This is an optimization exercise on Yosys and OpenROAD, whose aim is small area, a short achievable clock period and few clock cycles per item, not a production implementation.
In this exercise RTL edits were held to simulation tests only and were not proved equivalent to the original.

<file path="flow/run.sh">
#!/bin/bash
# synth_recipe.tcl (not shown) runs the flow's synth.tcl, then flattens the netlist and writes it again
# the make line also repeats each setting of config.mk as NAME=value (left out here)
make -C /OpenROAD-flow-scripts/flow DESIGN_CONFIG=/design/flow/config.mk WORK_HOME=/design/flow/orfs CLKGATE_MAP_FILE= SYNTH_SCRIPT=/design/flow/synth_recipe.tcl finish
</file>
<file path="flow/config.mk">
export PLATFORM = sky130hd
export DESIGN_NAME = vc_ctrl
export DESIGN_NICKNAME = vc_ctrl
export VERILOG_FILES = /design/flow/design.v
export SDC_FILE = /design/flow/constraint.sdc
export NUM_CORES = 4
export LEC_CHECK = 0
export CAP_MARGIN = 20
export CORE_MARGIN = 2
export CORE_UTILIZATION = 40
export SLEW_MARGIN = 20
</file>
<file path="flow/constraint.sdc">
create_clock -name core_clock -period 6.0 [get_ports {clk}]
set_input_delay 1.2000 -clock core_clock [delete_from_list [all_inputs] [get_ports {clk}]]
set_output_delay 1.2000 -clock core_clock [all_outputs]
set_load 0.01 [all_outputs]
</file>
<file path="flow/design.v">
package vc_pkg;
   localparam int TAG_W    = 27;
   localparam int LINE_W   = 256;
   localparam int ENTRIES  = 8;
   localparam int VC_IDX_W = 3;
endpackage
import vc_pkg::*;
module vc_tag_match
(
   input  logic [ENTRIES-1:0]            valid_nx,   
   input  logic [ENTRIES-1:0]            wr_en,      
   input  logic [ENTRIES-1:0][TAG_W-1:0] tags,       
   input  logic [TAG_W-1:0]              wr_tag,     
   input  logic [TAG_W-1:0]              req_tag,
   output logic [ENTRIES-1:0]            match       
);
   logic wr_match;
   assign wr_match = (wr_tag == req_tag);
   always_comb begin
      for (int i = 0; i < ENTRIES; i++) begin
         match[i] = valid_nx[i] & (wr_en[i] ? wr_match : (tags[i] == req_tag));
      end
   end
endmodule
import vc_pkg::*;
module vc_ctrl
(
   input  logic                clk,
   input  logic                rst,
   input  logic                req_valid,
   output logic                req_ready,
   input  logic [TAG_W-1:0]    req_tag,
   input  logic                req_has_vic,
   input  logic [TAG_W-1:0]    vic_tag,
   input  logic [LINE_W-1:0]   vic_data,
   input  logic                vic_dirty,
   output logic                rsp_valid,
   input  logic                rsp_ready,
   output logic                rsp_hit,
   output logic [LINE_W-1:0]   rsp_data,
   output logic                rsp_dirty,
   output logic                wb_valid,
   input  logic                wb_ready,
   output logic [TAG_W-1:0]    wb_tag,
   output logic [LINE_W-1:0]   wb_data,
   output logic                acc_en,
   output logic [VC_IDX_W-1:0] acc_idx,
   input  logic [VC_IDX_W-1:0] lru_idx
);
   logic [ENTRIES-1:0]             valid_q, valid_d;
   logic [ENTRIES-1:0]             dirty_q, dirty_d;
   logic [ENTRIES-1:0][TAG_W-1:0]  tag_q;
   logic [ENTRIES-1:0][LINE_W-1:0] data_q;
   logic                           b_valid_q;
   logic                           b_hv_q;
   logic                           b_vdirty_q;
   logic [TAG_W-1:0]               b_vtag_q;
   logic [LINE_W-1:0]              b_vdata_q;
   logic [ENTRIES-1:0]             b_match_q;
   logic                           rsp_valid_q, rsp_hit_q, rsp_dirty_q;
   logic                           wb_valid_q;
   logic [TAG_W-1:0]               wb_tag_q;
   logic [LINE_W-1:0]              out_q;
   logic                           out_free, go;
   logic                           hit, full, use_lru;
   logic [ENTRIES-1:0]             hit_oh, free_oh, lru_oh, idx_oh, sel_oh, we, clr;
   logic [VC_IDX_W-1:0]            idx_enc;
   logic [ENTRIES-1:0]             match_d;
   logic [TAG_W-1:0]               rd_tag;
   logic [LINE_W-1:0]              rd_data;
   logic                           rd_dirty_hit, rd_dirty_lru;
   assign out_free  = (~rsp_valid_q | rsp_ready) & (~wb_valid_q | wb_ready);
   assign go        = b_valid_q & out_free;
   assign req_ready = ~b_valid_q | out_free;
   always_comb begin
      hit_oh  = '0;
      free_oh = '0;
      for (int i = ENTRIES - 1; i >= 0; i--) begin
         hit_oh[i] = b_match_q[i] & ~|(b_match_q & ((ENTRIES'(1) << i) - ENTRIES'(1)));
         free_oh[i] = ~valid_q[i] & &(valid_q | ~((ENTRIES'(1) << i) - ENTRIES'(1)));
      end
      for (int i = 0; i < ENTRIES; i++) begin
         lru_oh[i] = (lru_idx == VC_IDX_W'(i));
      end
   end
   assign hit     = |b_match_q;
   assign full    = &valid_q;
   assign use_lru = b_hv_q & ~hit & full;
   assign idx_oh  = hit ? hit_oh : free_oh;
   assign sel_oh  = use_lru ? lru_oh : idx_oh;
   assign we      = {ENTRIES{go & b_hv_q}} & sel_oh;
   assign clr     = {ENTRIES{go & ~b_hv_q}} & hit_oh;
   always_comb begin
      idx_enc = '0;
      for (int i = 0; i < ENTRIES; i++) begin
         if (idx_oh[i]) idx_enc = idx_enc | VC_IDX_W'(i);
      end
   end
   assign valid_d = (valid_q & ~clr) | we;
   assign dirty_d = (dirty_q & ~clr & ~we) | (we & {ENTRIES{b_vdirty_q}});
   always_comb begin
      rd_tag       = '0;
      rd_data      = '0;
      rd_dirty_hit = 1'b0;
      rd_dirty_lru = 1'b0;
      for (int i = 0; i < ENTRIES; i++) begin
         rd_tag       = rd_tag  | ({TAG_W{sel_oh[i]}} & tag_q[i]);
         rd_data      = rd_data | ({LINE_W{sel_oh[i]}} & data_q[i]);
         rd_dirty_hit = rd_dirty_hit | (hit_oh[i] & dirty_q[i]);
         rd_dirty_lru = rd_dirty_lru | (lru_oh[i] & dirty_q[i]);
      end
   end
   vc_tag_match u_match (
      .valid_nx (valid_d),
      .wr_en    (we),
      .tags     (tag_q),
      .wr_tag   (b_vtag_q),
      .req_tag  (req_tag),
      .match    (match_d)
   );
   always_ff @(posedge clk or negedge rst) begin
      if (!rst) begin
         valid_q     <= '0;
         dirty_q     <= '0;
         b_valid_q   <= 1'b0;
         rsp_valid_q <= 1'b0;
         wb_valid_q  <= 1'b0;
      end else begin
         valid_q     <= valid_d;
         dirty_q     <= dirty_d;
         b_valid_q   <= req_ready ? req_valid : 1'b1;
         rsp_valid_q <= go | (rsp_valid_q & ~rsp_ready);
         wb_valid_q  <= (go & use_lru & rd_dirty_lru) | (wb_valid_q & ~wb_ready);
      end
   end
   always_ff @(posedge clk) begin
      for (int i = 0; i < ENTRIES; i++) begin
         if (we[i]) begin
            tag_q[i]  <= b_vtag_q;
            data_q[i] <= b_vdata_q;
         end
      end
      if (req_ready) begin
         b_hv_q     <= req_has_vic;
         b_vdirty_q <= vic_dirty;
         b_vtag_q   <= vic_tag;
         b_vdata_q  <= vic_data;
         b_match_q  <= match_d;
      end
      if (go) begin
         rsp_hit_q   <= hit;
         rsp_dirty_q <= rd_dirty_hit;
         wb_tag_q    <= rd_tag;
         out_q       <= rd_data;
      end
   end
   assign rsp_valid = rsp_valid_q;
   assign rsp_hit   = rsp_hit_q;
   assign rsp_dirty = rsp_dirty_q;
   assign rsp_data  = out_q;
   assign wb_valid  = wb_valid_q;
   assign wb_tag    = wb_tag_q;
   assign wb_data   = out_q;
   assign acc_en    = go & b_hv_q;
   assign acc_idx   = use_lru ? lru_idx : idx_enc;
endmodule
</file>
==> out/metrics.cfg <==
[grt]
grt_pass1_vias = 52400
antenna_found_initial = 36
overflow = 0
grt_max_degree = 126
grt_first_pass_wirelength_um = 383000
grt_usage_pct = 20.3

[timing]
final_max_slew_viol_count = 0
setup_slack_ns = 0.582
setup_tns_ns = 0
hold_viol = 0
setup_viol = 0
clock.fmax_mhz = 185
timing_worst_slew_pin_value_ns = 1.19
fin_crit_sh_pct = 90.3
slew-limit-headroom_pct = 21.0
fin_hold_ws_ns = 0.473
clock_skew_ns = 0.100
post-route-min-period_ns = 5.42
rsz0062_at_grt = no

[placed_design]
hpwl_um = 156000
dp_cells = 8884
gp_congestion = 0.880
place_area_um2 = 114000
io_buffers = 867
place_ws_ns = 1.27

[clocking]
cts_tree = done
numCtsBuffers = 311
clock_latency_ns = 0.95
clockRootBuffer = clkbuf_16
cts_setup_buffers = 0
hold_buffers = 0
clk_path_buf_depth = 4
cts.sinks = 2861
clkTransAtPathRegs_ns = 0.06
htreeDepth = 5
post_cts_resized = 0

[die]
die_w_um = 509
core.rowCount = 185
io_pins = 868
die_y_um = 509
die_area_um2 = 259000
core_um2 = 254000
initial_utilization_pct = 40.1

[run]
cap_violations = 0

[critical_path]
cp_max_fo = 11
cp_num_buf_inv = 1
cpLargestDelayFamily = simple AND/OR/NAND/NOR gates
crit_slowest_cell = clkdlybuf4s50_1
cp_cell_sequence = or4_1 -> nor2_1 -> o21ai_0 -> nand4_1 -> o21a_1 -> clkdlybuf4s50_1
crit_path_end_kind = primary output
arrival_ns = 4.22
required_ns = 4.80
cp_slowest_stage_delay_ns = 0.67
criticalPathCategory = reg2out
start_kind = flip-flop

[power]
p_total_mw = 48.7
p_comb_share_pct = 12.6
internal-power_mw = 36.7
irDropWorstVdd_mv = 0.278
p_sw_mw = 11.9
power_density_nw_per_um2 = 396
sw_frac_of_total_pct = 24.5
leakagePower_nw = 39.2
p_clk_share_pct = 36.5
seqPwrFrac_pct = 50.8

[detailed_routing]
drc = 0
firstDrtPassIters = 9
drt_iter0_markers = 8210
wl_met1_um = 109000
wl_per_cell_um = 28.9
num_vias = 54100
via_per_inst = 5.75
dr.max_layer_used = met5
met3WireLength_um = 24200
wl_met2_um = 132000
antenna_left = 0
wl_um = 272000

[yosys]
synth_cell_types = 52
synth-seq-cells = 2861
synth_ff_type = edfxtp_1
yosys.area.top_type = edfxtp_1
synth_edf_count = 2842
synth.top_cells.by_area = edfxtp_1 (84%), a222oi_1 (5.5%), a22oi_1 (2.1%)
synth_commonest_cells = edfxtp_1 (2842), a222oi_1 (559), nand3_1 (308)
synth.top_cell.area_share_pct = 83.8
synthArstFlopShare_pct = 0.664
yosysMostFrequentCell = edfxtp_1
syn_inst = 5043
synthesis.nets = 5363
syn-cell-area_um2 = 102000
ys_seq_area_share_pct = 84.3
synth.avg_cell_area_um2 = 20.2
ys_warn_count = 2

[cells_and_area]
area_delta_synth_final_pct = 20.8
final_util_pct = 48.5
final_layout_size_suffix_gt1_share_pct = 9.47
finish.instance_area_um2 = 123000
layout.cells.non_filler = 9421
fillers = 20600
layout.nets = 6151

[worst_hold_path]
worstHoldPathType = reg2reg

[run_status]
status = finished clean

[state kept, by name, indices dropped and copies added (netlist names)]
register / count
data_q: 2048
b_vdata_q: 256
out_q: 256
tag_q: 216
b_vtag_q: 27
wb_tag_q: 27
b_match_q: 8
dirty_q: 8
valid_q: 8
b_hv_q: 1
b_valid_q: 1
b_vdirty_q: 1
rsp_dirty_q: 1
rsp_hit_q: 1
rsp_valid_q: 1
wb_valid_q: 1
[final timing paths]
| path | start | endpoint | slack (ns) | cells after the start |
|---|---|---|---|---|
| worst max-delay path | b_match_q[0] | acc_idx[2] | 0.58 | 6 |
| worst min-delay path | data_q[483] | out_q[227] | 0.47 | 2 |
| worst max register to register | b_match_q[0] | out_q[205] | 1.47 | 8 |
| worst min register to register | data_q[483] | out_q[227] | 0.47 | 2 |
| max in group asynchronous | rst | dirty_q[0] | 4.97 | 2 |
| min in group asynchronous | rst | dirty_q[2] | 0.71 | 2 |
[cell type report]
cell class	instances	area, um2	area share [%]
Clock buffer	380	8170	6.64
Multi-Input combinational cell	1632	13000	10.6
Clock inverter	143	1150	0.934
Inverter	5	22.5	0.0183
Tap cell	3366	4210	3.42
Timing Repair Buffer	1020	10600	8.62
Antenna cell	14	35.0	0.0285
Sequential cell	2861	85800	69.8
[placed cells by master (no fill, tap or decap), types with 36 or more instances in the layout]
cell type        instances
buf_4                   91
xnor2_1                 76
edfxtp_1              2842
a222oi_1               559
buf_12                  62
nor4_1                  50
clkbuf_1                62
clkinv_2                36
xor2_1                 167
nand3_1                307
clkdlybuf4s50_1        867
clkbuf_16              316
a22oi_1                285
clkinv_1                68
[power groups by stage]
stage / sequential [mW] / clock, mW / combinational (mW)
floorplan: 25.0 / 0 / 3.04
global placement: 25.1 / 0 / 6.17
detailed placement: 25.2 / 0 / 6.18
CTS: 24.8 / 18.1 / 6.20
global route: 24.9 / 18.8 / 6.50
finish: 24.7 / 17.8 / 6.15
[worst min-delay path, delay by kind of cell (launching register included)]
kind / cells / cell delay, ns
AND/OR/NAND/NOR: 1 / 0.07
flip-flops: 1 / 0.31
AO/OA/AOI/OAI: 1 / 0.06
[per-layer routing]
metal	vias up	GRT usage, %
met2	2887	32.9
met3	453	3.78
li1	22800	-
met4	30	5.75
met5	-	0
met1	28000	28.1
[cells by family after synthesis]
kind of cell | Yosys count | synth area share (%)
XOR/XNOR | 243 | 2.09
AND/OR/NAND/NOR | 483 | 2.48
AO/OA/AOI/OAI | 902 | 8.01
flip-flops | 2861 | 84.3
multiplexers | 4 | 0.0393
buffers and inverters | 550 | 3.12
Testbench counts, summed over its fixed seeds: cycles 3,216, items 3,200.

## separate check: timing with driven ports
In the flow no input, the clock included, has a driving cell. The finished layout below was timed again as built, in two steps.
Step 1 sets driving cells, clkbuf_16 on the clock port and buf_2 on the other inputs (assumed; they add their load-dependent delay and slew).
Step 2 also shifts input and output timing later by t, the mid clock arrival at the registers, as if the neighbouring blocks saw the same clock.
a / b / c = ideal / step 1 / step 2; a / b = the first two.
t, ns: 0.993
setup WS [ns]: 0.582 / 0.491 / 1.247
worst setup path at the end: input to output
worst slew at a driven data input, ns: 0.19
cell pins on the clock port's net: 1
After both steps setup and hold are still met in this run. For this run, drivers alone change the setup slack by -0.091 ns; drivers and shift together by +0.665 ns.
